Source: an optimization exercise on an open RTL-to-GDS flow (aim: small area). Production flows keep margins and buffers that such runs may drop. RTL that was checked went through simulation tests only; none was proved equivalent to the original. No functional check of the RTL was part of run 1. Power and IR drop assume default switching activity.

[flow/design.v]
package console_geom_pkg;
  localparam int LINE_WIDTH   = 16;   
  localparam int SCREEN_LINES = 4;    
  localparam int FONT_ROWS    = 2;    
  localparam int BUF_LINES    = 16;
  localparam int COL_BITS     = 4;
  localparam int LINE_BITS    = 4;
  localparam int ADDR_BITS    = 8;    
  localparam int MAX_TAB      = 7;    
  typedef logic [LINE_BITS-1:0] line_idx_t;   
  typedef logic [COL_BITS-1:0]  col_idx_t;    
  typedef struct packed {
    line_idx_t line;
    col_idx_t  col;
  } line_col_t;
  typedef union packed {
    logic [ADDR_BITS-1:0] flat;
    line_col_t            lc;
  } buf_addr_u;
endpackage
package console_code_pkg;
  localparam logic [7:0] BS_CODE    = 8'h08;   
  localparam logic [7:0] HT_CODE    = 8'h09;   
  localparam logic [7:0] LF_CODE    = 8'h0A;   
  localparam logic [7:0] CR_CODE    = 8'h0D;   
  localparam logic [7:0] DEL_CODE   = 8'h7F;   
  localparam logic [7:0] CTRL_LIMIT = 8'd32;   
  localparam logic [7:0] BLANK_CHAR = 8'h00;   
  typedef enum logic [2:0] {
    op_print,
    op_backspace,
    op_newline,     
    op_tab
  } write_op_e;
  typedef struct packed {
    write_op_e  op;
    logic [7:0] ch;
  } write_cmd_t;
endpackage
`timescale 1ns/1ns
module char_decoder (
  input  logic       clk,
  input  logic       i_char_stb,
  input  logic [7:0] i_char,
  input  logic       i_alt_func_en,   
  input  logic       i_rdy,           
  output logic       o_keep,          
  output logic       o_cmd_ctrl,      
  output logic [7:0] o_cmd_ch
);
  logic ctrl;    
  always_comb begin
    ctrl   = 1'b0;
    o_keep = 1'b1;
    if (!i_alt_func_en) begin
      ctrl   = (i_char == console_code_pkg::BS_CODE) || (i_char == console_code_pkg::HT_CODE) ||
               (i_char == console_code_pkg::LF_CODE) || (i_char == console_code_pkg::CR_CODE);
      o_keep = !(((i_char < console_code_pkg::CTRL_LIMIT) && !ctrl) ||
                 (i_char == console_code_pkg::DEL_CODE));
    end
  end
  always_ff @(posedge clk) begin
    if (i_rdy) begin
      o_cmd_ch <= i_char;
    end
  end
  always_ff @(posedge clk) begin
    o_cmd_ctrl <= ctrl;
  end
endmodule
`timescale 1ns/1ns
module cursor_writer (
  input  logic       clk,
  input  logic       rst,
  input  logic       i_char_stb,
  input  logic       i_keep,         
  input  logic       i_cmd_ctrl,
  input  logic [7:0] i_cmd_ch,
  input  logic [2:0] i_tab_count,
  input  logic       i_clear_screen_stb,
  input  logic       i_reader_busy,
  output logic       o_rdy,          
  output logic       o_busy,
  input  logic [3:0] i_turn,         
  output logic       o_start_clear,  
  output logic       o_we,           
  output logic [3:0] o_wr_col,
  output logic [7:0] o_wr_data,
  output logic       o_rd_hide,      
  output logic       o_move,         
  output logic       o_clear,
  output logic [1:0] o_frame_cur,    
  output logic       o_line_clear    
);
  typedef enum logic [2:0] {
    st_idle,
    st_cmd,
    st_print,
    st_backspace,
    st_pad_line,     
    st_clear_line,   
    st_tab,
    st_clear_all
  } wr_state_e;
  wr_state_e  state;
  logic [3:0] col;
  logic [2:0] tab_cnt;
  logic       clear_req;
  logic [1:0] frame_cur;   
  logic       bs_d;     
  logic       wr_now;   
  logic       col_last;
  logic       tab_nz;
  logic       new_line;
  logic       col_inc;
  logic       start_clear;
  assign col_last = (col == 4'd15);
  assign tab_nz   = (tab_cnt != 3'd0);
  assign new_line = col_last && ((state == st_print) || (state == st_pad_line) ||
                                 ((state == st_tab) && tab_nz));
  assign col_inc = (state == st_print) || (state == st_pad_line) || (state == st_clear_line) ||
                   ((state == st_tab) && tab_nz) || ((state == st_clear_all) && (i_turn == 4'd15));
  assign start_clear = (state == st_idle) && clear_req && !i_reader_busy;
  assign o_rdy        = (state == st_idle) && !clear_req;
  assign o_busy       = ((state != st_idle) && (state != st_cmd)) || ((state == st_idle) && clear_req);
  assign wr_now    = (col[0] != i_turn[0]);
  assign o_we      = wr_now && (((state == st_cmd) && !i_cmd_ctrl) || (state == st_print) ||
                                (state == st_backspace) || bs_d);
  assign o_wr_col  = col;
  assign o_wr_data = ((state == st_cmd) || (state == st_print)) ? i_cmd_ch : console_code_pkg::BLANK_CHAR;
  assign o_rd_hide = ((state == st_print) && !wr_now) || (bs_d && wr_now);
  assign o_line_clear = (state == st_clear_line);
  assign o_clear       = (state == st_clear_all);
  assign o_start_clear = start_clear;
  assign o_frame_cur  = frame_cur;
  assign o_move = (state == st_clear_line);
  always_ff @(posedge clk) begin
    bs_d <= (state == st_backspace);
  end
  always_ff @(posedge clk) begin
    if (rst) begin
      state     <= st_clear_all;   
      col       <= '0;
      clear_req <= 1'b0;
    end else begin
      if (col_inc) begin
        col <= col + 4'd1;
      end
      case (state)
        st_idle: begin
          if (o_rdy) begin
            if (i_char_stb && i_keep) begin
              state <= st_cmd;
            end
          end else if (start_clear) begin
            clear_req <= 1'b0;
            col       <= '0;
            state     <= st_clear_all;
          end
        end
        st_cmd: begin
          if (!i_cmd_ctrl) begin
            state <= st_print;
          end else begin
            case (i_cmd_ch[2:0])
              3'd0: begin   
                if (col != 4'd0) begin
                  col <= col - 4'd1;
                end
                state <= st_backspace;
              end
              3'd1:    state <= st_tab;
              default: state <= st_pad_line;   
            endcase
          end
        end
        st_print:      state <= st_idle;
        st_backspace:  state <= st_idle;
        st_clear_line: if (col_last) state <= st_idle;
        st_tab:        if (!tab_nz) state <= st_idle;
        st_clear_all:  if ((i_turn == 4'd15) && col_last) state <= st_idle;
        default: ;
      endcase
      if (new_line) begin
        state <= st_clear_line;
      end
      if (i_clear_screen_stb) begin
        clear_req <= 1'b1;
      end
    end
  end
  always_ff @(posedge clk) begin
    if (state == st_cmd) begin
      tab_cnt <= i_tab_count;
    end else begin
      tab_cnt <= tab_cnt - 3'd1;
    end
  end
  always_ff @(posedge clk) begin
    if (rst || (state == st_clear_all)) begin
      frame_cur <= 2'd0;
    end else if (new_line && (frame_cur != 2'd3)) begin
      frame_cur <= frame_cur + 2'd1;
    end
  end
endmodule
`timescale 1ns/1ns
module char_ram (
  input  logic       clk,
  input  logic       rst,
  input  logic       i_start_clear,  
  input  logic       i_we,          
  input  logic [3:0] i_wr_col,
  input  logic [7:0] i_wr_data,
  input  logic       i_move,        
  input  logic       i_clear,       
  output logic [3:0] o_turn,
  input  logic [3:0] i_rd_col,      
  input  logic [3:0] i_rd_src,      
  input  logic       i_rd_hide,     
  output logic [7:0] o_rd_data
);
  logic [7:0] rows [4][16];   
  logic [3:0] turn;
  logic [3:0] next_place;   
  logic [15:0] place_oh;    
  logic [3:0] wr_place;
  logic [7:0] port_d;
  logic [7:0] rd;
  always_ff @(posedge clk) begin
    if (rst || i_start_clear) begin
      turn <= '0;
    end else begin
      turn <= turn + 4'd1;
    end
  end
  assign o_turn   = turn;
  assign next_place = i_rd_col - turn - 4'd1;
  always_ff @(posedge clk) begin
    for (int i = 0; i < 16; i++) place_oh[i] <= (next_place == i[3:0]);
  end
  assign wr_place = i_wr_col - turn - 4'd1;   
  assign port_d   = (i_clear || i_move) ? console_code_pkg::BLANK_CHAR : i_wr_data;
  always_ff @(posedge clk) begin
    for (int k = 0; k < 4; k++) begin
      for (int i = 0; i < 16; i++) begin
        rows[k][i] <= rows[k][(i + 1) % 16];
      end
    end
    if (i_clear || i_move) begin
      rows[0][14] <= rows[3][15];
      rows[1][14] <= rows[0][15];
      rows[2][14] <= rows[1][15];
    end
    for (int i = 0; i < 16; i += 2) begin
      if (i_clear || (i_move && (i == 14)) || (i_we && (wr_place[3:1] == i[3:1]))) begin
        rows[3][i] <= port_d;
      end
    end
  end
  always_comb begin
    logic [7:0] oct [2];
    logic       row_on;
    rd = '0;
    for (int k = 0; k < 4; k++) begin
      row_on = i_rd_src[k];
      if (k == 3) row_on = row_on && !(i_rd_hide && (i_rd_col == i_wr_col));
      oct[0] = '0;
      for (int i = 0; i < 16; i++) oct[0] |= rows[k][i] & {8{place_oh[i]}};
      rd |= oct[0] & {8{row_on}};
    end
  end
  always_ff @(posedge clk) begin
    o_rd_data <= rd;
  end
endmodule
`timescale 1ns/1ns
module frame_reader (
  input  logic       clk,
  input  logic       rst,
  input  logic       i_read_frame_stb,
  input  logic       i_char_req_en,   
  input  logic       i_writer_busy,
  input  logic [1:0] i_frame_cur,    
  input  logic       i_line_clear,    
  output logic       o_busy,
  output logic [3:0] o_rd_col,       
  output logic [3:0] o_rd_src,       
  output logic       o_char_rdy
);
  typedef enum logic [1:0] {
    rd_idle,
    rd_wait_writer,
    rd_setup,
    rd_request
  } rd_state_e;
  rd_state_e  state;
  logic [6:0] pos;      
  logic       req_hit;
  logic       in_delay;
  logic       rdy_d1;   
  assign in_delay = (state == rd_request) && rdy_d1;
  assign req_hit  = (state == rd_request) && !rdy_d1 && i_char_req_en && !i_line_clear;
  assign o_busy   = (state == rd_setup) || (state == rd_request);
  always_ff @(posedge clk) begin
    if (rst) begin
      state      <= rd_idle;
      rdy_d1     <= 1'b0;
      o_char_rdy <= 1'b0;
    end else begin
      rdy_d1     <= req_hit;
      o_char_rdy <= rdy_d1;
      case (state)
        rd_wait_writer: if (!i_writer_busy) state <= rd_setup;   
        rd_setup:       state <= rd_request;
        rd_request:     if (in_delay && (pos == 7'd127)) state <= rd_idle;   
        default: ;
      endcase
      if (i_read_frame_stb) begin
        state <= rd_wait_writer;   
      end
    end
  end
  always_ff @(posedge clk) begin
    if (state == rd_wait_writer) begin
      pos <= '0;
    end else if (in_delay) begin
      pos <= pos + 7'd1;
    end
  end
  logic [1:0] scr;    
  logic [2:0] src;
  assign scr = pos[6:5];
  always_comb begin
    if (scr == i_frame_cur) begin
      src = 3'd3;
    end else if (scr < i_frame_cur) begin
      src = {1'b0, i_frame_cur - scr - 2'd1};
    end else begin
      src = 3'd4;
    end
  end
  assign o_rd_col = pos[3:0];
  always_ff @(posedge clk) begin
    for (int k = 0; k < 4; k++) o_rd_src[k] <= (src == k[2:0]);
  end
endmodule
`timescale 1ns/1ns
module console_buffer (
  input  logic       clk,
  input  logic       rst,
  input  logic       i_char_stb,
  input  logic [7:0] i_char,
  input  logic       i_alt_func_en,
  input  logic [2:0] i_tab_count,
  input  logic       i_clear_screen_stb,
  output logic       o_wr_char_rdy,
  input  logic       i_read_frame_stb,
  input  logic       i_char_req_en,
  output logic       o_char_rdy,
  output logic [7:0] o_char
);
  logic       keep;
  logic       rdy;
  logic       cmd_ctrl;
  logic [7:0] cmd_ch;
  logic       writer_busy;
  logic       reader_busy;
  logic       we;
  logic [3:0] wr_col;
  logic [7:0] wr_data;
  logic       move;
  logic       clear;
  logic       start_clear;
  logic       rd_hide;
  logic [1:0] frame_cur;
  logic [3:0] rd_col;
  logic [3:0] turn;
  logic [3:0] rd_src;
  logic       line_clear;
  char_decoder u_char_decoder (
    .clk(clk),
    .i_char_stb(i_char_stb), .i_char(i_char), .i_alt_func_en(i_alt_func_en),
    .i_rdy(rdy),
    .o_keep(keep), .o_cmd_ctrl(cmd_ctrl), .o_cmd_ch(cmd_ch)
  );
  assign o_wr_char_rdy = rdy;
  cursor_writer u_cursor_writer (
    .clk(clk), .rst(rst),
    .i_char_stb(i_char_stb), .i_keep(keep), .i_cmd_ctrl(cmd_ctrl), .i_cmd_ch(cmd_ch), .i_tab_count(i_tab_count),
    .i_clear_screen_stb(i_clear_screen_stb), .i_reader_busy(reader_busy),
    .o_rdy(rdy), .o_busy(writer_busy), .i_turn(turn), .o_start_clear(start_clear),
    .o_we(we), .o_wr_col(wr_col), .o_wr_data(wr_data), .o_rd_hide(rd_hide),
    .o_move(move), .o_clear(clear),
    .o_frame_cur(frame_cur), .o_line_clear(line_clear)
  );
  char_ram u_char_ram (
    .clk(clk), .rst(rst), .i_start_clear(start_clear), .i_we(we), .i_wr_col(wr_col), .i_wr_data(wr_data),
    .i_move(move), .i_clear(clear), .o_turn(turn),
    .i_rd_col(rd_col), .i_rd_src(rd_src), .i_rd_hide(rd_hide), .o_rd_data(o_char)
  );
  frame_reader u_frame_reader (
    .clk(clk), .rst(rst),
    .i_read_frame_stb(i_read_frame_stb), .i_char_req_en(i_char_req_en),
    .i_writer_busy(writer_busy), .i_frame_cur(frame_cur),
    .i_line_clear(line_clear),
    .o_busy(reader_busy), .o_rd_col(rd_col), .o_rd_src(rd_src), .o_char_rdy(o_char_rdy)
  );
endmodule
[flow/flow/run.sh]
#!/bin/bash
# Standard layout, with port buffers of the smallest buffer and no dummy clock loads.
set -e
export BUFFER_PORTS_ARGS="-buffer_cell sky130_fd_sc_hd__buf_1"
export CTS_ARGS="-sink_clustering_enable -repair_clock_nets -dont_use_dummy_load -sink_clustering_size 19 -sink_clustering_max_diameter 90 -buf_list sky130_fd_sc_hd__clkbuf_8"
bash standard.sh > standard.log 2>&1
[flow/standard.sh]
#!/bin/bash
# synth_recipe.tcl (not shown) runs the flow's synth.tcl, then flattens the netlist and writes it again
# the make line also repeats each setting of config.mk as NAME=value (left out here)
make -C /OpenROAD-flow-scripts/flow DESIGN_CONFIG=/design/flow/config.mk WORK_HOME=/design/flow/orfs CLKGATE_MAP_FILE= SYNTH_SCRIPT=/design/flow/synth_recipe.tcl "${@:-finish}"
[flow/config.mk]
export PLATFORM = sky130hd
export DESIGN_NAME = console_buffer
export DESIGN_NICKNAME = console_buffer
export VERILOG_FILES = /design/flow/design.v
export SDC_FILE = /design/flow/constraint.sdc
export NUM_CORES = 4
export LEC_CHECK = 0
export CAP_MARGIN = 20
export CORE_MARGIN = 2
export CORE_UTILIZATION = 60
export CTS_BUF_LIST = sky130_fd_sc_hd__clkbuf_8
export CTS_CLUSTER_DIAMETER = 60
export CTS_CLUSTER_SIZE = 16
export SLEW_MARGIN = 20
export SYNTH_MEMORY_MAX_BITS = 4096
[flow/constraint.sdc]
create_clock -name core_clock -period 5.0 [get_ports {clk}]
set_input_delay 1.0000 -clock core_clock [delete_from_list [all_inputs] [get_ports {clk}]]
set_output_delay 1.0000 -clock core_clock [all_outputs]
set_load 0.01 [all_outputs]
==> results of run 1 <==
## metrics by stage
stage / utilization / worst slack (ps) / cell area, µm² / instances
floorplan: - / 2690 / 17400 / 1377
global placement: 0.623 / 2370 / 17800 / 1732
detailed placement: 0.623 / 2350 / 17800 / 1732
CTS: 0.641 / 1730 / 18300 / 1768
global route: 0.641 / 1590 / 18300 / 1768
finish: 0.641 / 1740 / 18300 / 1768
## layer usage
layer | wire, µm | track usage
met2 | 19100 | 0.446
met5 | 0 | 0
met1 | 18900 | 0.380
met3 | 2150 | 0.0357
met4 | 850 | 0.0683
## synthesized netlist by cell type (all sizes together) (24+ instances only)
library cell,number
a221oi,112
mux2,25
dfxtp,570
nand4,30
clkbuf,55
nor2,52
nand3,29
inv,24
a22o,113
a22oi,32
mux2i,67
nand2,97
## worst register-to-register path: cells and delay by family (launching register included)
family	cells	cell delay [ps]
AOI/OAI and AO/OA	1	350
xor gates and xnor gates	1	330
adders and majority gates	2	650
buffers and inverters	1	80
DFF	1	390
muxes	1	230
and+or+nand+nor	1	450
## state kept, by name, summed over array words and instances, names as in the netlist, 2 cells and up
register	cells
u_char_ram.rows	512
u_cursor_writer.state	3
u_char_ram.place_oh	16
u_char_ram.o_rd_data	8
u_frame_reader.o_rd_src	4
u_char_decoder.o_cmd_ch	8
u_frame_reader.pos	7
u_cursor_writer.frame_cur	2
u_cursor_writer.col	4
u_frame_reader.state	2
u_char_ram.turn	4
u_cursor_writer.tab_cnt	3
## layout make-up
class	instances	area (µm²)	share of cell area
inverter	24	90.1	0.00491
tap	384	480	0.0262
timing repair buffer	42	214	0.0117
sequential	578	11700	0.636
multi-input combinational	704	5390	0.294
clock buffer	36	495	0.0270
## kinds of logic after synthesis
group,count (synthesis),synth area share
AOI/OAI and AO/OA,330,0.160
and+or+nand+nor,243,0.0689
DFF,578,0.669
muxes,92,0.0547
buffers and inverters,95,0.0215
xor gates and xnor gates,21,0.0119
adders and majority gates,18,0.0138
## path summary, 6_finish.rpt
| path | end | startpoint | cells after the start |
|---|---|---|---|
| hold / removal | u_char_ram.rows[7][1]$_DFF_P_ | u_char_ram.rows[8][1]$_DFF_P_ | 0 |
| hold reg to reg | u_char_ram.rows[7][1]$_DFF_P_ | u_char_ram.rows[8][1]$_DFF_P_ | 0 |
| setup / recovery | o_wr_char_rdy | u_cursor_writer.state[1]$_SDFFE_PP1P_ | 3 |
| setup reg to reg | u_char_ram.rows[58][0]$_DFF_P_ | u_char_ram.turn[0]$_SDFF_PP0_ | 7 |
## where the power goes
group          internal (W)  total [W]  switching [W]
Clock              0.000655    0.00197        0.00132
Sequential          0.00463    0.00465      0.0000191
Combinational     0.0000311   0.000127      0.0000958
Total               0.00532    0.00675        0.00143
==> summary.md, run 1 <==
| Metric | Value |
|---|---|
| Status | no timing/DRC/antenna violations |
| Antenna Nets Post-Route | 0 |
| GRT Util Overall | 0.271 |
| Max-cap viol count | 0 |
| Insertion delay to the later sink of the worst-skew pair | between 500 and 600 ps |
| Distinct cells, synth | 65 |
| Cell Chain, Critical Path | or3_1 > nor2_1 > buf_1 |
| Cell type with the largest total area after synthesis | dfxtp_1 |
| Number of clock sinks | 578 |
| Ports | 28 |
| R2R Setup Slk | 2460 ps |
| Final net count | 1422 |
| Fin Clk Skew | 60.6 ps |
| Least-Margin Pin Slew | 1090 ps |
| Commonest non-fill, non-tap cell in the layout | dfxtp_1 |
| Largest delay contributor family on the critical path | simple AND/OR/NAND/NOR gates |
| Via density | 6.14 |
| Ys Warns | 6 |
| FFs w/ async S/R, synth | 0 |
| IO Port Bufs | 27 |
| Setup tns final | 0 ps |
| Ys flop type | dfxtp_1 |
| Fillers | 2233 |
| Unrepaired setup endpoints after global routing | false |
| Avg Cell Area, Syn | 12.6 µm² |
| Synth top area share | 0.655 |
| Overall Power | 0.00675 W |
| Post-Syn Area | ~0.017 mm² |
| Clock transition at path regs | 120 ps |
| Hold_buf cts | 0 |
| Critical Path Start Type | flip-flop |
| Initial Util | 0.608 |
| First-pass GRT wire length | 63.5 mm |
| # H-tree levels | 2 |
| Crit-path slowest cell | nor2_1 |
| Hold Fails Final Rpt | 0 |
| Rows | 62 |
| Relative slew slack | 0.272 |
| Core ar. | ~0.029 mm² |
| Vias in the first global route | 10900 |
| Grt ovf | 0 |
| Max incr delay on CP | 530 ps |
| Share of cells above drive strength 1 | 0.0845 |
| Power Density | 368 mW/mm² |
| Dpl hpwl | 24.3 mm |
| Syn nets | 1413 |
| Wire length per cell | 23.2 µm |
| Hold_ws | 332 ps |
| Drt drc | 0 |
| Drt pass-1 iters | 5 |
| Setup violators final | 0 |
| CTS tree | built |
| Post-synthesis sequential area ratio | 0.669 |
| Critical path arrival | ~2300 ps |
| Post-CTS Setup Repair Bufs | 0 |
| Clock buffer depth | 3 |
| Post-synth EDFFs | 8 |
| Die X | about 170 µm |
| Yosys reg bits | 578 |
| CP endpoint kind | output port |
| Final WL | around 41 mm |
| DR vias | 10900 |
| Largest net degree at the start of global routing | 57 |
| Root Driver | clkbuf_8 |
| CTS resizes | 0 |
| Peak supply drop | 0.268 mV |
| Worst endpoint required time | around 4000 ps |
| Most frequent cells in the layout | dfxtp_1, a22o_1, a221oi_1, nand2_1, mux2i_1 |
| Area Overhead vs Synth | 5.36% |
| Synth Instances | between 1000 and 1500 |
| Buf/Inv on CP | 1 |
| Ant diodes | 0 |
| Worst-path fanout max | 15 |
| Period utilization | 0.651 |
| Routability congestion estimate from global placement | 0.788 |
| Minimum clock period | 3260 ps |
| Ranking of synthesized cells by area | dfxtp_1, a22o_1, a221oi_1, mux2i_1, nand2_1 |
| Leakage | 6.90 nW |
| Initial antenna violation count | 0 |
| Setup CP Type | flip-flop to output port |
| Max-slew violation count | 0 |
| Die area | ~0.03 mm² |
| Hold WC Path Type | flip-flop to flip-flop |
| Initial DRC count | around 840 |
| CTS buffer count | 36 |
| Die Y | 174 µm |
| Fmax | between 300 and 400 MHz |
==> run 2: changes to the inputs <==
--- a/flow/design.v
+++ b/flow/design.v
@@ -225,3 +225,4 @@
   logic [3:0] next_place;   
-  logic [15:0] place_oh;    
+  logic [7:0] place_lo;     
+  logic [1:0] place_hi;     
   logic [3:0] wr_place;
@@ -239,3 +240,4 @@
   always_ff @(posedge clk) begin
-    for (int i = 0; i < 16; i++) place_oh[i] <= (next_place == i[3:0]);
+    for (int i = 0; i < 8; i++) place_lo[i] <= (next_place[2:0] == i[2:0]);
+    for (int i = 0; i < 2; i++) place_hi[i] <= (next_place[3] == i[0]);
   end
@@ -267,5 +269,7 @@
       if (k == 3) row_on = row_on && !(i_rd_hide && (i_rd_col == i_wr_col));
-      oct[0] = '0;
-      for (int i = 0; i < 16; i++) oct[0] |= rows[k][i] & {8{place_oh[i]}};
-      rd |= oct[0] & {8{row_on}};
+      for (int q = 0; q < 2; q++) begin
+        oct[q] = '0;
+        for (int i = 0; i < 8; i++) oct[q] |= rows[k][q*8 + i] & {8{place_lo[i]}};
+        rd |= oct[q] & {8{place_hi[q] && row_on}};
+      end
     end
--- a/flow/config.mk
+++ b/flow/config.mk
@@ -7,2 +7,3 @@
 export LEC_CHECK = 0
+export ABC_AREA = 1
 export CAP_MARGIN = 20
@@ -10,5 +11,2 @@
 export CORE_UTILIZATION = 60
-export CTS_BUF_LIST = sky130_fd_sc_hd__clkbuf_8
-export CTS_CLUSTER_DIAMETER = 60
-export CTS_CLUSTER_SIZE = 16
 export SLEW_MARGIN = 20
==> run 2 against run 1 <==
Critical path type unchanged. Synthesized area is 7.3% higher. Clock skew is 43 ps higher. Largest cell class unchanged. Critical endpoint unchanged. Still clean on timing, DRC and antenna. Clock power hardly changed.
==> summary.md, run 2 <==
| Metric | Value |
|---|---|
| Initial antenna violation count | 0 |
| Post-synthesis sequential area ratio | 0.617 |
| Placed cells | 2653 |
| Setup violators final | 0 |
| CP endpoint kind | output port |
| Status | no timing/DRC/antenna violations |
| Syn nets | ~2300 |
| FFs w/ async S/R, synth | 0 |
| Distinct cells, synth | 32 |
| Worst r2r dst | u_char_ram.rows[48][5]$_DFF_P_ |
| Via density | about 5 |
| Initial DRC count | roughly 930 |
| Leakage | 9.15 nW |
| Largest delay contributor family on the critical path | simple AND/OR/NAND/NOR gates |
| Yosys reg bits | 572 |
| DR vias | 13900 |
| # H-tree levels | 2 |
| Critical Path Most Common Cell | nor2_1 |
| Final WL | between 40 and 50 mm |
| Hold Path Depth | 0 |
| Setup tns final | 0 ps |
| Worst-path fanout max | 12 |
| FF+latch area | 0.0115 mm² |
| Ys flop type | dfxtp_1 |
| Hold_buf cts | 0 |
| IO Port Bufs | 27 |
| Rows | 64 |
| Crit-path slowest cell | dfxtp_1 |
| Non-filler instance count after layout | around 2700 |
| Unrepaired setup endpoints after global routing | false |
| Critical Path Start Type | flip-flop |
| Routability congestion estimate from global placement | about 0.85 |
| Die area | 0.0326 mm² |
| Final net count | about 2300 |
| CTS buffer count | 36 |
| Area of the multi-input gates | 0.00647 mm² |
| Ranking of synthesized cells by area | dfxtp_1, nand2_1, nand3_1, nor2_1, inv_1 |
| Ant diodes | 0 |
| Commonest non-fill, non-tap cell in the layout | nand2_1 |
| Period utilization | 0.556 |
| Synth top area share | 0.604 |
| Critical path arrival | roughly 1800 ps |
| Post-CTS Setup Repair Bufs | 0 |
| Fillers | 2679 |
| Finished Core Util | 0.642 |
| Least-Margin Pin Slew | 1040 ps |
| Max reg flops | 512 |
| Cell count along the critical path | 5 |
| Peak supply drop | approximately 0.22 mV |
| GRT Util Overall | 0.260 |
| Die X | 180 µm |
| Buf/Inv on CP | 2 |
| Cell Chain, Critical Path | nor2_1 > nand2_1 > nor2_1 > buf_4 > buf_1 |
| Setup CP Type | flip-flop to output port |
| Fin Clk Skew | 104 ps |
| Most frequent cells in the layout | nand2_1, dfxtp_1, nor2_1, nand3_1, inv_1 |
| Relative slew slack | 0.305 |
| Critical R2R Launch | u_cursor_writer.state[0]$_SDFFE_PP1P_ |
| CTS tree | built |
| Worst reg2reg path depth | 7 |
| Share of cells above drive strength 1 | 0.0358 |
| Clock buffer depth | 3 |
| Max-cap viol count | 0 |
| Number of clock sinks | 572 |
| Post-Syn Area | 0.0187 mm² |
| Clock transition at path regs | ~110 ps |
| Insertion delay to the later sink of the worst-skew pair | approximately 580 ps |
| Hold path startpoint | u_char_ram.rows[0][1]$_DFF_P_ |
| Drt drc | 0 |
| Drt pass-1 iters | 5 |
| Ports | 28 |
| Fmax | between 300 and 400 MHz |
| Largest net degree at the start of global routing | 44 |
| Largest reg by FF count | u_char_ram.rows |
| Hold EP | u_char_ram.rows[15][1]$_DFF_P_ |
| Area Overhead vs Synth | 5.07% |
| Synth Instances | 2287 |
| CTS resizes | 0 |
| Die Y | approximately 180 µm |
| Cell type with the largest total area after synthesis | dfxtp_1 |
| Wire length per cell | 15.8 µm |
| First-pass GRT wire length | 68.4 mm |
| Placed inst area | 0.0191 mm² |
| Antenna Nets Post-Route | 0 |
| Initial Util | 0.611 |
| Max-slew violation count | 0 |
| Hold Fails Final Rpt | 0 |
| Max incr delay on CP | approximately 400 ps |
| Minimum clock period | 2780 ps |
| Top post-synthesis cells by count | nand2_1, dfxtp_1, nor2_1, nand3_1, inv_1 |
| Grt ovf | 0 |
| Vias in the first global route | 13100 |
| Design area | 0.0196 mm² |
| Power Density | 342 mW/mm² |
| Avg Cell Area, Syn | around 8 µm² |
| Core ar. | roughly 0.031 mm² |
| R2R Setup Slk | 2280 ps |
| Post-synth EDFFs | 8 |
| Hold_ws | 323 ps |
| Worst endpoint required time | 4000 ps |
| Most common cell in the netlist | nand2_1 |
| Dpl hpwl | 27.2 mm |
| Ys Warns | 6 |
| Hold WC Path Type | flip-flop to flip-flop |
| Root Driver | clkbuf_8 |
-- run 2: cell count changes after synthesis, sizes merged, moves of 16 or more --
cell and delta:
clkbuf +16, nand2 +984, a221oi -112, a22o -113
mux2i -67, mux2 -25, a22oi -31, inv +83
nand3 +116, nor2 +128
-- run 2: per-stage QoR --
step	total power (W)	setup WS, ps
after floorplan	0.00477	2790
after global placement	0.00485	2380
after detailed placement	0.00485	2310
after CTS	0.00676	2170
after global routing	0.00693	2050
final	0.00671	2220
-- run 2: worst max-delay path by stage --
stage	from	to	slack, ps
5_1_grt	u_cursor_writer.state[1]$_SDFFE_PP1P_	o_wr_char_rdy	2050
2_1_floorplan	u_cursor_writer.state[1]$_SDFFE_PP1P_	o_wr_char_rdy	2790
6_report	u_cursor_writer.state[1]$_SDFFE_PP1P_	o_wr_char_rdy	2220
4_1_cts	u_cursor_writer.state[1]$_SDFFE_PP1P_	o_wr_char_rdy	2170
3_3_place_gp	u_cursor_writer.state[0]$_SDFFE_PP1P_	u_char_ram.rows[56][0]$_DFF_P_	2380
3_5_place_dp	u_cursor_writer.state[0]$_SDFFE_PP1P_	u_char_ram.rows[56][3]$_DFF_P_	2310
-- run 2: layer usage --
layer / wire (µm) / GRT usage
met1: 20300 / 0.365
met2: 19200 / 0.428
met3: 1940 / 0.0285
met4: 1010 / 0.0735
met5: 0 / 0
-- run 2: logic make-up (layout without fill, tap and decap cells) --
group	Yosys count	after routing	share of synthesized area
XOR/XNOR	10	10	0.00469
buffers and inverters	181	187	0.0364
flip-flops	572	572	0.617
AND/OR/NAND/NOR	1465	1465	0.316
AO/OA/AOI/OAI	41	41	0.0125
adder cells (fa/ha/maj)	18	18	0.0129
-- run 2: power by group --
part,switching [W],leakage (nW),internal [W]
sequential,0.0000535,4.62,0.00457
combinational,0.0000875,4.27,0.0000297
clock,0.00132,0.259,0.000654
total,0.00146,9.15,0.00526
-- run 2: final cells by class --
class	count	share of cell area
repair buffers	43	0.0113
well taps	396	0.0252
inverters	108	0.0206
flip-flops and latches	572	0.588
multi-input cells	1534	0.330
clock buffers	36	0.0252
==> run 3: changes to the inputs <==
--- a/flow/config.mk
+++ b/flow/config.mk
@@ -7,3 +7,2 @@
 export LEC_CHECK = 0
-export ABC_AREA = 1
 export CAP_MARGIN = 20
@@ -11,2 +10,5 @@
 export CORE_UTILIZATION = 60
+export CTS_BUF_LIST = sky130_fd_sc_hd__clkbuf_8
+export CTS_CLUSTER_DIAMETER = 60
+export CTS_CLUSTER_SIZE = 16
 export SLEW_MARGIN = 20
==> run 3 against run 2 <==
Sequential cell count stayed put. Setup slack got worse by 500 ps. Maximum frequency shrank 15%. Utilization decreased by 0.81 points. Critical endpoint unchanged.
==> summary.md, run 3 <==
| Metric | Value |
|---|---|
| Fillers | 2356 |
| Yosys reg bits | around 570 |
| Clock buffer depth | 3 |
| FFs w/ async S/R, synth | 0 |
| Crit-path slowest cell | dfxtp_1 |
| Most common cell in the netlist | dfxtp_1 |
| Post-synthesis sequential area ratio | 0.668 |
| Ports | 28 |
| Hold_ws | 267 ps |
| Post-Syn Area | about 0.017 mm² |
| Largest net degree at the start of global routing | 57 |
| Rows | between 60 and 70 |
| Vias in the first global route | 10700 |
| Root Driver | clkbuf_8 |
| Relative slew slack | 0.262 |
| Peak supply drop | 0.248 mV |
| Post-CTS Setup Repair Bufs | 0 |
| Status | no timing/DRC/antenna violations |
| Synth Instances | 1414 |
| DR vias | between 10000 and 15000 |
| Simple-gate share of the synthesized area | 0.0732 |
| Ys Warns | 6 |
| Initial Util | 0.605 |
| Die X | 174 µm |
| Share of cells above drive strength 1 | 0.0655 |
| Commonest non-fill, non-tap cell in the layout | dfxtp_1 |
| Largest reg by FF count | u_char_ram.rows |
| Buf/Inv on CP | 2 |
| Wire length per cell | 21.5 µm |
| XOR/XNOR Fraction of Synth Area | 0.0111 |
| Adder-cell share of the synthesized area | 0.0139 |
| Setup violators final | 0 |
| Power Density | 372 mW/mm² |
| Max-cap viol count | 0 |
| Grt ovf | 0 |
| Via density | between 6 and 7 |
| Core ar. | 0.0285 mm² |
| Compound-Gate Fraction of Synth Area | 0.154 |
| Fmax | 304 MHz |
| Ys flop type | dfxtp_1 |
| Die Y | 174 µm |
| Insertion delay to the later sink of the worst-skew pair | 590 ps |
| GRT Util Overall | 0.257 |
| Top post-synthesis cells by count | dfxtp_1, a22oi_1, nand2_1, mux2i_1, nand4_1 |
| Max-slew violation count | 0 |
| Dpl hpwl | 22.9 mm |
| Synth top area share | 0.654 |
| First-pass GRT wire length | 61.3 mm |
| Largest family of logic cells by synthesized area | compound AO/OA/AOI/OAI gates |
| Initial antenna violation count | 0 |
| Finished Core Util | 0.634 |
| Number of clock sinks | about 570 |
| Leakage | just under 7 nW |
| CTS tree | built |
| CP endpoint kind | output port |
| Max incr delay on CP | 510 ps |
| Setup CP Type | flip-flop to output port |
| Overall Power | 0.00673 W |
| Critical path arrival | about 2300 ps |
| Syn nets | 1450 |
| Worst-path fanout max | 20 |
| Post-synthesis mux area share | 0.0552 |
| Drt drc | 0 |
| Critical Path Start Type | flip-flop |
| Max reg flops | slightly above 500 |
| Cell type with the largest total area after synthesis | dfxtp_1 |
| Minimum clock period | 3290 ps |
| Cell Chain, Critical Path | or2_2 > or3_1 > inv_1 > buf_1 |
| Post-synth EDFFs | 8 |
| Worst endpoint required time | around 4000 ps |
| Ranking of synthesized cells by area | dfxtp_1, a22oi_1, mux2i_1, nand2_1, nand4_1 |
| Unrepaired setup endpoints after global routing | false |
| Area of the multi-input gates | about 0.0053 mm² |
| Period utilization | 0.657 |
| Final WL | 38.5 mm |
| CTS buffer count | 36 |
| Ant diodes | 0 |
| Most frequent cells in the layout | dfxtp_1, a22oi_1, nand2_1, mux2i_1, nand4_1 |
| Final net count | 1443 |
| Hold WC Path Type | flip-flop to flip-flop |
| Hold Fails Final Rpt | 0 |
| Drt pass-1 iters | 5 |
| Die area | 0.0301 mm² |
| Initial DRC count | between 800 and 900 |
| # H-tree levels | 2 |
| FF+latch area | 0.0115 mm² |
| CTS resizes | 0 |
| Distinct cells, synth | 56 |
| Avg Cell Area, Syn | 12.2 µm² |
| Hold_buf cts | 0 |
| Largest delay contributor family on the critical path | simple AND/OR/NAND/NOR gates |
| Routability congestion estimate from global placement | about 0.8 |
| Least-Margin Pin Slew | 1110 ps |
| Clock transition at path regs | 110 ps |
| Fin Clk Skew | about 110 ps |
| Antenna Nets Post-Route | 0 |
| Area Overhead vs Synth | 4.80% |
| IO Port Bufs | 27 |
| Setup tns final | 0 ps |
[run 3: metal layers]
layer  vias to the layer above  wire (µm)  GRT usage
met4                         0        974     0.0760
li1                       5146          -          -
met2                       287      17000      0.398
met3                        67       2130     0.0375
met5                         -          0          0
met1                      5342      18300      0.376
[run 3: cell type report]
class	count	area share
clock buffers	36	0.0274
inverters	23	0.00477
multi-input cells	737	0.294
flip-flops and latches	572	0.638
well taps	384	0.0266
repair buffers	37	0.00975
[run 3: logic make-up after synthesis]
kind of cell	Yosys count
adders and majority gates	18
DFF	572
buffers and inverters	105
muxes	92
AOI/OAI and AO/OA	361
xor gates and xnor gates	21
and+or+nand+nor	245
[run 3: report_power, final]
group / switching, W / leakage [nW] / internal, W
Clock: 0.00131 / 0.259 / 0.000654
Sequential: 0.0000678 / 4.62 / 0.00458
Combinational: 0.0000889 / 1.86 / 0.0000348
[run 3: worst paths after layout]
kind	end	slack, ps	from	cells after the start
worst max-delay path	o_wr_char_rdy	1710	u_cursor_writer.state[0]$_SDFFE_PP1P_	4
worst min-delay path	u_char_ram.rows[49][5]$_DFF_P_	270	u_char_ram.rows[50][5]$_DFF_P_	0
worst max register to register	u_char_ram.rows[60][3]$_DFF_P_	2260	u_char_ram.turn[0]$_SDFF_PP0_	6
worst min register to register	u_char_ram.rows[49][5]$_DFF_P_	270	u_char_ram.rows[50][5]$_DFF_P_	0
[run 3: stage by stage]
stage	instances	setup slack (ps)	instance area (µm²)
floorplan	1414	2690	17300
global placement	1753	2310	17600
detailed placement	1753	2260	17600
CTS	1789	1680	18100
global route	1789	1590	18100
finish	1789	1710	18100
[run 3: worst reg2reg max path, cell delays in order (launching register included)]
cell	delay [ps]
dfxtp_1	390
inv_1	90
ha_1	230
fa_1	420
xor2_1	500
nand4b_1	700
mux2i_1	360
==> run 4: changes to the inputs <==
==> flow/flow/run.sh (replaced) <==
#!/bin/bash
# Standard layout, with port buffers of the smallest buffer and no dummy clock loads.
set -e
export BUFFER_PORTS_ARGS="-buffer_cell sky130_fd_sc_hd__buf_1"
export CTS_ARGS="-sink_clustering_enable -repair_clock_nets -dont_use_dummy_load -sink_clustering_size 19 -sink_clustering_max_diameter 120 -buf_list sky130_fd_sc_hd__clkbuf_8"
bash standard.sh > standard.log 2>&1
==> run 4 against run 3 <==
Sequential power is essentially flat. Cell area did not move. Setup slack unchanged. Largest power group unchanged. Non-clock buffer count is the same. Sequential share of layout area did not move. Global-route usage is the same. Combinational power about the same. Die area did not move. Routed wire length stayed put. Critical path depth is the same. Maximum frequency stayed put. Still clean on timing, DRC and antenna.
==> summary.md, run 4 <==
| Metric | Value |
|---|---|
| Fmax | about 300 MHz |
| Wire length per cell | 21.5 µm |
| Number of clock sinks | 572 |
| Cell type with the largest total area after synthesis | dfxtp_1 |
| Drt drc | 0 |
| Setup CP Type | flip-flop to output port |
| CTS buffer count | 36 |
| Ys Warns | 6 |
| Distinct cells, synth | 56 |
| Post-CTS Setup Repair Bufs | 0 |
| Max reg flops | 512 |
| Hold Fails Final Rpt | 0 |
| Post-synthesis sequential area ratio | 0.668 |
| First-pass GRT wire length | 61.3 mm |
| Critical path arrival | 2290 ps |
| Hold WC Path Type | flip-flop to flip-flop |
| Yosys reg bits | 572 |
| Initial Util | 0.605 |
| Setup tns final | 0 ps |
| Initial antenna violation count | 0 |
| Minimum clock period | 3290 ps |
| Fin Clk Skew | ~110 ps |
| Most common cell in the netlist | dfxtp_1 |
| Max-cap viol count | 0 |
| Peak supply drop | 0.248 mV |
| Final WL | 38.5 mm |
| Ports | 28 |
| Area Overhead vs Synth | 4.80% |
| Ranking of synthesized cells by area | dfxtp_1, a22oi_1, mux2i_1, nand2_1, nand4_1 |
| Antenna Nets Post-Route | 0 |
| Internal Pwr Total | 0.00527 W |
| Clock buffer depth | 3 |
| GRT Util Overall | 0.257 |
| Commonest non-fill, non-tap cell in the layout | dfxtp_1 |
| Hold_buf cts | 0 |
| Unrepaired setup endpoints after global routing | false |
| Ant diodes | 0 |
| Critical Path Start Type | flip-flop |
| Status | no timing/DRC/antenna violations |
| Die X | 174 µm |
| Synth top area share | 0.654 |
| Final net count | between 1000 and 1500 |
| Share of cells above drive strength 1 | 0.0655 |
| Avg Cell Area, Syn | 12.2 µm² |
| Sw Share | 0.217 |
| Core ar. | 0.0285 mm² |
| CTS tree | built |
| Leakage | 6.73 nW |
| Least-Margin Pin Slew | roughly 1100 ps |
| Via density | 6.06 |
| Post-Place Setup Slack | 2260 ps |
| Setup ws final | between 1500 and 2000 ps |
| Worst-path fanout max | 20 |
| Drt pass-1 iters | 5 |
| Most frequent cells in the layout | dfxtp_1, a22oi_1, nand2_1, mux2i_1, nand4_1 |
| Grt ovf | 0 |
| Routability congestion estimate from global placement | 0.801 |
| CTS resizes | 0 |
| Net Switching | 0.00146 W |
| DR vias | 10800 |
| Comb power frac | 0.018 |
| Root Driver | clkbuf_8 |
| Die Y | roughly 170 µm |
| Max-slew violation count | 0 |
| Setup violators final | 0 |
| Relative slew slack | 0.262 |
| Hold_ws | between 200 and 300 ps |
| Worst endpoint required time | 4000 ps |
| Post-Syn Area | 0.0173 mm² |
| Initial DRC count | 860 |
| Period utilization | 0.657 |
| Largest net degree at the start of global routing | 57 |
| Largest reg by FF count | u_char_ram.rows |
| Die area | 0.0301 mm² |
| Ys flop type | dfxtp_1 |
| Top post-synthesis cells by count | dfxtp_1, a22oi_1, nand2_1, mux2i_1, nand4_1 |
| Synth Instances | 1414 |
| Dpl hpwl | 22.9 mm |
| Insertion delay to the later sink of the worst-skew pair | 590 ps |
| # H-tree levels | 2 |
| Clock transition at path regs | 110 ps |
| Seq pwr share | 0.690 |
| Share of total power in the clock network | 0.291 |
| Vias in the first global route | approximately 11000 |
| Rows | 62 |
| FFs w/ async S/R, synth | 0 |
| CP endpoint kind | output port |
| Syn nets | 1450 |
| Power Density | approximately 370 mW/mm² |
| IO Port Bufs | 27 |
| Post-synth EDFFs | 8 |
-- run 4: final timing paths --
check                                                           start                             end  slack, ps  depth (start not counted)
worst max register to register          u_char_ram.turn[0]$_SDFF_PP0_  u_char_ram.rows[60][3]$_DFF_P_       2260                          6
worst max-delay path            u_cursor_writer.state[0]$_SDFFE_PP1P_                   o_wr_char_rdy       1710                          4
worst min register to register         u_char_ram.rows[50][5]$_DFF_P_  u_char_ram.rows[49][5]$_DFF_P_        270                          0
worst min-delay path                   u_char_ram.rows[50][5]$_DFF_P_  u_char_ram.rows[49][5]$_DFF_P_        270                          0
-- run 4: power by group through the flow --
stage	registers [W]	clock network [W]	logic [W]
final	0.00465	0.00196	0.000124
after global routing	0.00465	0.00217	0.000137
after CTS	0.00465	0.00201	0.000125
after detailed placement	0.00475	0	0.000124
after global placement	0.00475	0	0.000122
after floorplan	0.00469	0	0.000115
-- run 4: layout make-up --
cell class / count / area [µm²]
sequential: 572 / 11500
fill: 2356 / 10500
multi-input combinational: 737 / 5310
clock buffer: 36 / 495
tap: 384 / 480
timing repair buffer: 37 / 176
inverter: 23 / 86.3
-- run 4: per-layer routing --
layer / GRT usage / up-vias / part of all wire
li1: - / 5146 / -
met1: 0.376 / 5342 / 0.48
met2: 0.398 / 287 / 0.44
met3: 0.0375 / 67 / 0.055
met4: 0.0760 / 0 / 0.025
met5: 0 / - / 0
-- run 4: kinds of logic (layout without fill, tap and decap cells) --
| kind of cell | after synthesis | count (layout) | synth area share |
|---|---|---|---|
| DFF | 572 | 572 | 0.668 |
| AOI/OAI and AO/OA | 361 | 361 | 0.154 |
| and+or+nand+nor | 245 | 245 | 0.0732 |
| buffers and inverters | 105 | 96 | 0.0248 |
| muxes | 92 | 92 | 0.0552 |
| xor gates and xnor gates | 21 | 21 | 0.0111 |
| adders and majority gates | 18 | 18 | 0.0139 |
-- run 4: through the flow --
step,utilization,total power [W],cell area [µm²],instances
2_1_floorplan,-,0.00481,17300,1414
3_3_place_gp,0.616,0.00487,17600,1753
3_5_place_dp,0.616,0.00488,17600,1753
4_1_cts,0.634,0.00678,18100,1789
5_1_grt,0.634,0.00696,18100,1789
6_report,0.634,0.00673,18100,1789
-- run 4: critical path, cell delays in order, from the launching register on --
cell     delay, ps
dfxtp_1        510
or2_2          370
or3_1          370
inv_1          300
buf_1          190
==> run 5: changes to the inputs <==
==> flow/flow/run.sh (replaced) <==
#!/bin/bash
# Standard layout, with port buffers of the smallest buffer and no dummy clock loads.
set -e
export BUFFER_PORTS_ARGS="-buffer_cell sky130_fd_sc_hd__buf_1"
export CTS_ARGS="-sink_clustering_enable -repair_clock_nets -dont_use_dummy_load -sink_clustering_size 9 -sink_clustering_max_diameter 60 -buf_list sky130_fd_sc_hd__clkbuf_4"
bash standard.sh > standard.log 2>&1
==> run 5 against run 4 <==
Largest power group unchanged. Final cell count rose by 2.1%. Cell area rose by 0.30%. First-iteration DRC count fell by 6.5%. Die area did not move. Combinational power barely moved. Critical path depth did not move. Sequential power barely moved. Clock skew fell by 32 ps. Sequential share of layout area fell by 0.19 points.
==> summary.md, run 5 <==
| Metric | Value |
|---|---|
| Hold WC Path Type | flip-flop to flip-flop |
| Metal3 WL | 2.03 mm |
| Antenna Nets Post-Route | 0 |
| CTS tree | built |
| Insertion delay to the later sink of the worst-skew pair | 730 ps |
| Routability congestion estimate from global placement | 0.801 |
| Largest reg by FF count | u_char_ram.rows |
| CTS resizes | 0 |
| FFs w/ async S/R, synth | 0 |
| Period utilization | 0.685 |
| Max reg flops | 512 |
| Hold_buf cts | 0 |
| Power Density | 375 mW/mm² |
| Share of cells above drive strength 1 | 0.0895 |
| Die X | around 170 µm |
| Relative slew slack | 0.255 |
| Ranking of synthesized cells by area | dfxtp_1, a22oi_1, mux2i_1, nand2_1, nand4_1 |
| Hold Fails Final Rpt | 0 |
| Area Overhead vs Synth | 5.12% |
| First-pass GRT wire length | 62.5 mm |
| Worst-path fanout max | 20 |
| Final WL | 39.0 mm |
| Drt drc | 0 |
| Avg Cell Area, Syn | 12.2 µm² |
| Syn nets | 1450 |
| # H-tree levels | 3 |
| Ys flop type | dfxtp_1 |
| Placed cells | about 1800 |
| Setup CP Type | flip-flop to output port |
| Initial Util | 0.605 |
| CP endpoint kind | output port |
| Die Y | 174 µm |
| Highest metal used | met4 |
| Via density | 6.08 |
| Unrepaired setup endpoints after global routing | false |
| CTS buffer count | 73 |
| Setup violators final | 0 |
| Worst Setup SP | u_cursor_writer.state[0]$_SDFFE_PP1P_ |
| IO Port Bufs | 27 |
| Post-CTS Setup Repair Bufs | 0 |
| Non-filler instance count after layout | 1827 |
| Distinct cells, synth | 56 |
| Fin Clk Skew | around 79 ps |
| Clock transition at path regs | 100 ps |
| Hold path startpoint | u_char_ram.rows[32][7]$_DFF_P_ |
| Max-cap viol count | 0 |
| Dpl hpwl | ~23 mm |
| Yosys reg bits | 572 |
| Final net count | 1480 |
| Largest net degree at the start of global routing | 57 |
| Worst endpoint required time | 4000 ps |
| Cell type with the largest total area after synthesis | dfxtp_1 |
| GRT Util Overall | 0.263 |
| Root Driver | clkbuf_4 |
| Grt ovf | 0 |
| Drt pass-1 iters | 5 |
| Clock buffer depth | 3 |
| Max incr delay on CP | 510 ps |
| Rows | 62 |
| Number of clock sinks | approximately 570 |
| DR vias | 11100 |
| Status | no timing/DRC/antenna violations |
| Max-slew violation count | 0 |
| Critical Path Start Type | flip-flop |
| Minimum clock period | 3420 ps |
| Ports | 28 |
| Ys Warns | 6 |
| Die area | 0.0301 mm² |
| Met2 wire len | 17.4 mm |
| Setup tns final | 0 ps |
| M1 wire length | 18.6 mm |
| Synth Instances | 1414 |
| Critical path arrival | 2420 ps |
| Initial DRC count | 804 |
| Least-Margin Pin Slew | roughly 1100 ps |
| Synth top area share | 0.654 |
| Post-synthesis sequential area ratio | 0.668 |
| Peak supply drop | 0.221 mV |
| Wire length per cell | 21.4 µm |
| Commonest non-fill, non-tap cell in the layout | dfxtp_1 |
| Fmax | 292 MHz |
| Cell Chain, Critical Path | or2_2 > or3_1 > inv_1 > buf_1 |
| Critical R2R Launch | u_char_ram.turn[0]$_SDFF_PP0_ |
| Most common cell in the netlist | dfxtp_1 |
| Vias in the first global route | 11100 |
| Post-Syn Area | approximately 0.017 mm² |
| Core ar. | 0.0285 mm² |
| Crit-path slowest cell | dfxtp_1 |
| Initial antenna violation count | 1 |
| Post-synth EDFFs | 8 |
| Top post-synthesis cells by count | dfxtp_1, a22oi_1, nand2_1, mux2i_1, nand4_1 |
| Most frequent cells in the layout | dfxtp_1, a22oi_1, nand2_1, clkbuf_4, mux2i_1 |
| Leakage | 6.81 nW |
==> run 5: power by group <==
| part | leakage (nW) | switching (W) | total, W | internal (W) |
|---|---|---|---|---|
| Sequential | 4.62 | 0.0000683 | 0.00465 | 0.00458 |
| Clock | 0.336 | 0.00137 | 0.00204 | 0.000675 |
| Combinational | 1.86 | 0.0000890 | 0.000124 | 0.0000348 |
==> run 5: worst paths after layout <==
check,to,slack [ps],depth (start not counted)
hold reg to reg,u_char_ram.rows[47][7]$_DFF_P_,310,0
hold / removal,u_char_ram.rows[47][7]$_DFF_P_,310,0
setup / recovery,o_wr_char_rdy,1580,4
setup reg to reg,u_char_ram.rows[60][3]$_DFF_P_,2220,6
==> run 5: worst max-delay path: cells and delay by family (launching register included) <==
kind | cells | cell delay [ps]
and+or+nand+nor | 2 | 740
buffers and inverters | 2 | 490
DFF | 1 | 510
==> run 5: metal layers <==
layer | vias to the layer above | GRT usage
met1 | 5485 | 0.376
met5 | - | 0
met2 | 295 | 0.402
met3 | 78 | 0.0493
met4 | 0 | 0.0935
li1 | 5246 | -
==> run 5: per-stage QoR <==
| step | instance area (µm²) | hold WS (ps) | worst slack [ps] | util | total power [W] |
|---|---|---|---|---|---|
| finish | 18100 | 307 | 1580 | 0.636 | 0.00681 |
| floorplan | 17300 | 331 | 2690 | - | 0.00481 |
| global placement | 17600 | 332 | 2310 | 0.616 | 0.00487 |
| global route | 18100 | 305 | 1410 | 0.636 | 0.00709 |
| CTS | 18100 | 295 | 1510 | 0.636 | 0.00688 |
| detailed placement | 17600 | 337 | 2260 | 0.616 | 0.00488 |
==> run 5: area by class of cell <==
cell class	count	area (µm²)
Fill cell	2373	10400
Antenna cell	1	2.50
Clock buffer	73	548
Multi-Input combinational cell	737	5310
Inverter	23	86.3
Tap cell	384	480
Timing Repair Buffer	37	176
Sequential cell	572	11500
==> run 5: kinds of logic (layout without fill, tap and decap cells) <==
group | Yosys count | count (layout) | share of synthesized area
DFF | 572 | 572 | 0.668
AOI/OAI and AO/OA | 361 | 361 | 0.154
and+or+nand+nor | 245 | 245 | 0.0732
buffers and inverters | 105 | 133 | 0.0248
muxes | 92 | 92 | 0.0552
xor gates and xnor gates | 21 | 21 | 0.0111
adders and majority gates | 18 | 18 | 0.0139
other | 0 | 1 | 0
==> run 6: changes to the inputs <==
==> flow/flow/run.sh (replaced) <==
#!/bin/bash
# Standard layout, with port buffers of the smallest buffer and no dummy clock loads.
set -e
export BUFFER_PORTS_ARGS="-buffer_cell sky130_fd_sc_hd__buf_1"
export CTS_ARGS="-sink_clustering_enable -repair_clock_nets -dont_use_dummy_load -sink_clustering_size 10 -sink_clustering_max_diameter 60 -buf_list sky130_fd_sc_hd__clkbuf_4"
bash standard.sh > standard.log 2>&1
==> run 6 against run 5 <==
Cell area is 0.25% lower. Largest power group unchanged. Still clean. Power is 1.2% lower. Sequential cell count stayed put. Utilization is 0.16 points lower.
==> summary.md, run 6 <==
| Metric | Value |
|---|---|
| Setup tns final | 0 ps |
| Area Overhead vs Synth | 4.86% |
| Ys flop type | dfxtp_1 |
| Largest reg by FF count | u_char_ram.rows |
| Setup CP Type | flip-flop to output port |
| Placed inst area | 0.0176 mm² |
| Minimum clock period | 3370 ps |
| Antenna Nets Post-Route | 0 |
| Setup violators final | 0 |
| Grt ovf | 0 |
| GRT Util Overall | 0.262 |
| Hold_buf cts | 0 |
| CTS buffer count | 67 |
| Initial DRC count | 850 |
| Cell Chain, Critical Path | or2_2 > or3_1 > inv_1 > buf_1 |
| Most frequent cells in the layout | dfxtp_1, a22oi_1, nand2_1, mux2i_1, clkbuf_4 |
| FFs w/ async S/R, synth | 0 |
| Post-synthesis sequential area ratio | 0.668 |
| First-pass GRT wire length | roughly 62 mm |
| Clock buffer depth | 3 |
| Share of cells above drive strength 1 | 0.0857 |
| Comb power frac | 0.018 |
| Period utilization | 0.673 |
| Sw Share | 0.222 |
| Leakage | 6.78 nW |
| Drt pass-1 iters | 5 |
| Design area | 0.0181 mm² |
| Critical Path Start Type | flip-flop |
| Commonest non-fill, non-tap cell in the layout | dfxtp_1 |
| Cell type with the largest total area after synthesis | dfxtp_1 |
| Clock transition at path regs | 100 ps |
| Post-synth EDFFs | 8 |
| Max-slew violation count | 0 |
| Status | no timing/DRC/antenna violations |
| Post-Syn Area | 0.0173 mm² |
| Hold Fails Final Rpt | 0 |
| Worst endpoint required time | roughly 4000 ps |
| Critical path arrival | 2370 ps |
| Via density | 6.07 |
| Insertion delay to the later sink of the worst-skew pair | 720 ps |
| Routability congestion estimate from global placement | about 0.8 |
| Least-Margin Pin Slew | 1090 ps |
| Number of clock sinks | 572 |
| Max-cap viol count | 0 |
| Peak supply drop | 0.213 mV |
| Non-filler instance count after layout | 1821 |
| Unrepaired setup endpoints after global routing | false |
| Vias in the first global route | around 11000 |
| Max reg flops | just over 500 |
| Relative slew slack | 0.276 |
| Die area | around 0.03 mm² |
| Ports | 28 |
| Core ar. | 0.0285 mm² |
| Share of total power in the clock network | 0.291 |
| Crit-path slowest cell | dfxtp_1 |
| Hold_ws | 299 ps |
| Seq pwr share | 0.690 |
| Net Switching | 0.00150 W |
| Final net count | 1474 |
| Syn nets | 1450 |
| Fin Clk Skew | 117 ps |
| Synth Instances | 1414 |
| Post-CTS Setup Repair Bufs | 0 |
| Final WL | 38.8 mm |
| Die Y | about 170 µm |
| Distinct cells, synth | 56 |
| Worst-path fanout max | 20 |
| Rows | 62 |
| CTS resizes | 0 |
| Overall Power | 0.00673 W |
| Largest net degree at the start of global routing | 57 |
| Ys Warns | 6 |
| Drt drc | 0 |
| Yosys reg bits | around 570 |
| Ranking of synthesized cells by area | dfxtp_1, a22oi_1, mux2i_1, nand2_1, nand4_1 |
| Hold WC Path Type | flip-flop to flip-flop |
| Internal Pwr Total | 0.00524 W |
| Most common cell in the netlist | dfxtp_1 |
| Die X | 174 µm |
| IO Port Bufs | 27 |
| Avg Cell Area, Syn | 12.2 µm² |
| CTS tree | built |
| Fmax | slightly below 300 MHz |
| Dpl hpwl | 22.9 mm |
| Power Density | ~370 mW/mm² |
| Wire length per cell | 21.3 µm |
| Root Driver | clkbuf_4 |
| Initial antenna violation count | 1 |
| DR vias | 11100 |
| # H-tree levels | 3 |
| Placed cells | about 1800 |
| Synth top area share | 0.654 |
| Initial Util | 0.605 |
| Max incr delay on CP | 500 ps |
| Top post-synthesis cells by count | dfxtp_1, a22oi_1, nand2_1, mux2i_1, nand4_1 |
| CP endpoint kind | output port |
## run 6: cell counts after synthesis
No cell type changed its count.
## run 6: cell type report
type,count,area (µm²)
repair buffers,37,176
flip-flops and latches,572,11500
diodes,1,2.50
well taps,384,480
clock buffers,67,503
fillers,2377,10400
inverters,23,86.3
multi-input cells,737,5310
## run 6: worst paths after layout
kind / start / to / slack [ps] / depth (start not counted)
setup / recovery: u_cursor_writer.state[0]$_SDFFE_PP1P_ / o_wr_char_rdy / 1630 / 4
hold / removal: u_char_ram.rows[2][6]$_DFF_P_ / u_char_ram.rows[1][6]$_DFF_P_ / 300 / 0
setup reg to reg: u_char_ram.turn[0]$_SDFF_PP0_ / u_char_ram.rows[60][2]$_DFF_P_ / 2210 / 6
hold reg to reg: u_char_ram.rows[2][6]$_DFF_P_ / u_char_ram.rows[1][6]$_DFF_P_ / 300 / 0
## run 6: stage by stage
| stage | setup slack, ps | utilization |
|---|---|---|
| finish | 1630 | 0.634 |
| global route | 1480 | 0.634 |
| CTS | 1570 | 0.634 |
| detailed placement | 2260 | 0.616 |
| global placement | 2310 | 0.616 |
| floorplan | 2690 | - |
## run 6: layer usage
| metal | wire, µm | global-route usage | part of all wire | up-vias |
|---|---|---|---|---|
| met2 | 17300 | 0.404 | 0.45 | 299 |
| met3 | 2060 | 0.0421 | 0.053 | 72 |
| met1 | 18400 | 0.377 | 0.47 | 5449 |
| met4 | 1080 | 0.0914 | 0.028 | 0 |
| li1 | - | - | - | 5241 |
| met5 | 0 | 0 | 0 | - |
## run 6: worst max-delay path, delay by kind of cell, from the launching register on
family / cells / cell delay (ps)
AND/OR/NAND/NOR: 2 / 740
flip-flops: 1 / 500
buffers and inverters: 2 / 490
## run 6: power by group through the flow
stage / Clock (W) / Combinational (W) / Sequential [W]
2_1_floorplan: 0 / 0.000115 / 0.00469
3_3_place_gp: 0 / 0.000122 / 0.00475
3_5_place_dp: 0 / 0.000124 / 0.00475
4_1_cts: 0.00203 / 0.000125 / 0.00465
5_1_grt: 0.00221 / 0.000137 / 0.00465
6_report: 0.00196 / 0.000124 / 0.00465
## run 6: logic make-up after synthesis
family                     share of synthesized area
AOI/OAI and AO/OA                              0.154
and+or+nand+nor                               0.0732
adders and majority gates                     0.0139
DFF                                            0.668
xor gates and xnor gates                      0.0111
muxes                                         0.0552
buffers and inverters                         0.0248
==> run 7: changes to the inputs <==
==> flow/flow/run.sh (replaced) <==
#!/bin/bash
# Standard layout, with port buffers of the smallest buffer and no dummy clock loads.
set -e
export BUFFER_PORTS_ARGS="-buffer_cell sky130_fd_sc_hd__buf_1"
export CTS_ARGS="-sink_clustering_enable -repair_clock_nets -dont_use_dummy_load -sink_clustering_size 12 -sink_clustering_max_diameter 45 -buf_list sky130_fd_sc_hd__clkbuf_4"
bash standard.sh > standard.log 2>&1
==> run 7 against run 6 <==
Cell area shrank 0.44%. Register-to-register slack gained 60 ps. Global-route usage shrank 0.25 points. Clock power shrank 7%. Final cell count shrank 0.55%. Largest cell class unchanged. First-iteration DRC count shrank 4.4%. Via count shrank 0.61%. Routed wire length is essentially flat. Setup slack lost 33 ps. Combinational power is essentially flat. Maximum frequency shrank 0.99%. Hold slack lost 2.6 ps.
==> summary.md, run 7 <==
| Metric | Value |
|---|---|
| Status | no timing/DRC/antenna violations |
| Hold EP | u_char_ram.rows[53][0]$_DFF_P_ |
| Hold Fails Final Rpt | 0 |
| FFs w/ async S/R, synth | 0 |
| Routability congestion estimate from global placement | 0.801 |
| Synth Instances | 1414 |
| Largest delay contributor family on the critical path | simple AND/OR/NAND/NOR gates |
| Yosys reg bits | around 570 |
| Hold_buf cts | 0 |
| Critical Path Start Type | flip-flop |
| Unrepaired setup endpoints after global routing | false |
| Distinct cells, synth | 56 |
| Die X | between 150 and 200 µm |
| Drt drc | 0 |
| Max-cap viol count | 0 |
| Wire length per cell | approximately 21 µm |
| Synth top area share | 0.654 |
| Via density | 6.07 |
| Post-Syn Area | about 0.017 mm² |
| Fmax | between 200 and 300 MHz |
| Clock buffer depth | 3 |
| Drt pass-1 iters | 5 |
| Root Driver | clkbuf_4 |
| Cell type with the largest total area after synthesis | dfxtp_1 |
| Setup CP Type | flip-flop to output port |
| Worst endpoint required time | 4000 ps |
| CP endpoint kind | output port |
| Ys Warns | 6 |
| Worst reg2reg path depth | 6 |
| Avg Cell Area, Syn | approximately 12 µm² |
| Initial antenna violation count | 1 |
| Die area | 0.0301 mm² |
| DR vias | 11000 |
| Simple-gate share of the synthesized area | 0.0732 |
| Most common cell in the netlist | dfxtp_1 |
| Buf/Inv on CP | 2 |
| Post-synthesis mux area share | 0.0552 |
| Relative slew slack | 0.277 |
| Adder-cell share of the synthesized area | 0.0139 |
| Largest net degree at the start of global routing | 57 |
| Critical path arrival | 2400 ps |
| Initial Util | 0.605 |
| CTS buffer count | between 50 and 60 |
| Worst-path fanout max | 20 |
| Commonest non-fill, non-tap cell in the layout | dfxtp_1 |
| XOR/XNOR Fraction of Synth Area | 0.0111 |
| Final WL | 38.8 mm |
| First-pass GRT wire length | around 62 mm |
| R2R Setup Slk | 2270 ps |
| Leakage | 6.73 nW |
| Placed cells | approximately 1800 |
| Max reg flops | 512 |
| Cell Chain, Critical Path | or2_2 > or3_1 > inv_1 > buf_1 |
| Area Overhead vs Synth | 4.39% |
| Peak supply drop | 0.223 mV |
| Dpl hpwl | about 23 mm |
| Max incr delay on CP | 500 ps |
| Rows | 62 |
| Antenna Nets Post-Route | 0 |
| IO Port Bufs | 27 |
| GRT Util Overall | 0.259 |
| Most frequent cells in the layout | dfxtp_1, a22oi_1, nand2_1, mux2i_1, clkbuf_4 |
| Period utilization | 0.680 |
| Syn nets | 1450 |
| Ports | 28 |
| FF+latch area | around 0.012 mm² |
| Max-slew violation count | 0 |
| Hold WC Path Type | flip-flop to flip-flop |
| Fin Clk Skew | 122 ps |
| Vias in the first global route | 10900 |
| Initial DRC count | 813 |
| Setup violators final | 0 |
| Largest family of logic cells by synthesized area | compound AO/OA/AOI/OAI gates |
| Power Density | 366 mW/mm² |
| Core ar. | 0.0285 mm² |
| Die Y | about 170 µm |
| Minimum clock period | 3400 ps |
| Fillers | between 2000 and 2500 |
| Share of cells above drive strength 1 | 0.0786 |
| Least-Margin Pin Slew | 1080 ps |
| Ranking of synthesized cells by area | dfxtp_1, a22oi_1, mux2i_1, nand2_1, nand4_1 |
| Grt ovf | 0 |
| Post-CTS Setup Repair Bufs | 0 |
| CTS tree | built |
| Post-synth EDFFs | 8 |
| Top post-synthesis cells by count | dfxtp_1, a22oi_1, nand2_1, mux2i_1, nand4_1 |
| # H-tree levels | 2 |
| Clock transition at path regs | 120 ps |
| Worst r2r dst | u_char_ram.rows[60][2]$_DFF_P_ |
| Insertion delay to the later sink of the worst-skew pair | between 700 and 800 ps |
| Ys flop type | dfxtp_1 |
| Final net count | about 1500 |
| Non-filler instance count after layout | 1811 |
| Crit-path slowest cell | dfxtp_1 |
| Setup tns final | 0 ps |
| Number of clock sinks | 572 |
| Post-synthesis sequential area ratio | 0.668 |
| Compound-Gate Fraction of Synth Area | 0.154 |
| Hold Path Depth | 0 |
| Area of the multi-input gates | 0.00531 mm² |
| Hold path startpoint | u_char_ram.rows[54][0]$_DFF_P_ |
| Critical R2R Launch | u_char_ram.turn[0]$_SDFF_PP0_ |
| Largest reg by FF count | u_char_ram.rows |
| CTS resizes | 0 |
## run 7: power by group
group	switching, W	internal (W)
Clock	0.00132	0.000514
Sequential	0.0000676	0.00458
Combinational	0.0000889	0.0000347
## run 7: routing by layer
layer / GRT usage / part of all wire / wire [µm]
met1: 0.376 / 0.48 / 18600
met2: 0.396 / 0.44 / 17200
met3: 0.0423 / 0.051 / 2000
met4: 0.0907 / 0.028 / 1100
met5: 0 / 0 / 0
## run 7: cell families (layout without fill, tap and decap cells)
group           count (synthesis)  after routing
flops                         572            572
simple gates                  245            245
other cells                     0              2
fa+ha+maj                      18             18
compound gates                361            361
mux                            92             92
xor+xnor                       21             21
buf+inv                       105            116
## run 7: through the flow
step           total power (W)  utilization  hold slack, ps  worst slack [ps]  cell area [µm²]
3_5_place_dp           0.00488        0.616             337              2260            17600
3_3_place_gp           0.00487        0.616             332              2310            17600
5_1_grt                0.00686        0.631             309              1450            18000
4_1_cts                0.00666        0.631             278              1550            18000
2_1_floorplan          0.00481            -             331              2690            17300
6_report               0.00660        0.631             297              1600            18000
## run 7: area by class of cell
type / count / area share
antenna: 2 / 0.000278
multi-input combinational: 737 / 0.295
sequential: 572 / 0.640
inverter: 23 / 0.00479
timing repair buffer: 37 / 0.00979
clock buffer: 56 / 0.0233
tap: 384 / 0.0267
## run 7: worst max path at each step
| stage | startpoint | end | depth (start not counted) |
|---|---|---|---|
| 5_1_grt | u_cursor_writer.state[0]$_SDFFE_PP1P_ | o_wr_char_rdy | 4 |
| 2_1_floorplan | u_cursor_writer.state[0]$_SDFFE_PP1P_ | o_wr_char_rdy | 4 |
| 6_report | u_cursor_writer.state[0]$_SDFFE_PP1P_ | o_wr_char_rdy | 4 |
| 3_3_place_gp | u_cursor_writer.state[0]$_SDFFE_PP1P_ | o_wr_char_rdy | 4 |
| 3_5_place_dp | u_char_ram.turn[0]$_SDFF_PP0_ | u_char_ram.rows[60][3]$_DFF_P_ | 6 |
| 4_1_cts | u_cursor_writer.state[0]$_SDFFE_PP1P_ | o_wr_char_rdy | 4 |
## run 7: worst register-to-register path, delay by kind of cell, from the launching register on
family / cells / cell delay (ps)
AND/OR/NAND/NOR: 1 / 690
multiplexers: 1 / 360
flip-flops: 1 / 400
buffers and inverters: 1 / 90
XOR/XNOR: 1 / 500
adder cells (fa/ha/maj): 2 / 650

==> afterwards: timing with drivers on the ports <==
The flow's constraints put no driver on any port. The routed layouts listed below were extracted and timed again, unchanged, in two steps. Step 1, drivers: a clkbuf_16 drives clk and a buf_2 each remaining input, both assumed. Step 2 adds t to the input delays and takes it off the output delays; t is the mean of the earliest and latest rising clock arrival at the registers after step 1. Input paths then give back, and output paths get back, about the clock's delay inside the block. Three values: ideal, step 1, step 2; two values: the first two.
run | t, ns | slack for setup (ns) | hold slack, ns | clock arrival spread, ns | worst data-port slew with drivers (ns)
run 1 | 0.588 | 1.745 / 1.697 / 2.284 | 0.332 / 0.332 / 0.332 | 0.064 / 0.063 | 0.03
run 2 | 0.576 | 2.219 / 2.171 / 2.284 | 0.323 / 0.323 / 0.323 | 0.109 / 0.110 | 0.03
run 3 | 0.579 | 1.715 / 1.668 / 2.247 | 0.267 / 0.267 / 0.267 | 0.111 / 0.112 | 0.03
run 4 | 0.579 | 1.715 / 1.668 / 2.247 | 0.267 / 0.267 / 0.267 | 0.111 / 0.112 | 0.03
run 5 | 0.734 | 1.577 / 1.535 / 2.221 | 0.307 / 0.307 / 0.307 | 0.079 / 0.079 | 0.03
run 6 | 0.710 | 1.635 / 1.586 / 2.214 | 0.299 / 0.299 / 0.299 | 0.121 / 0.121 | 0.03
run 7 | 0.728 | 1.601 / 1.558 / 2.267 | 0.297 / 0.297 / 0.297 | 0.124 / 0.123 | 0.03
After both steps every run listed still meets setup and hold.
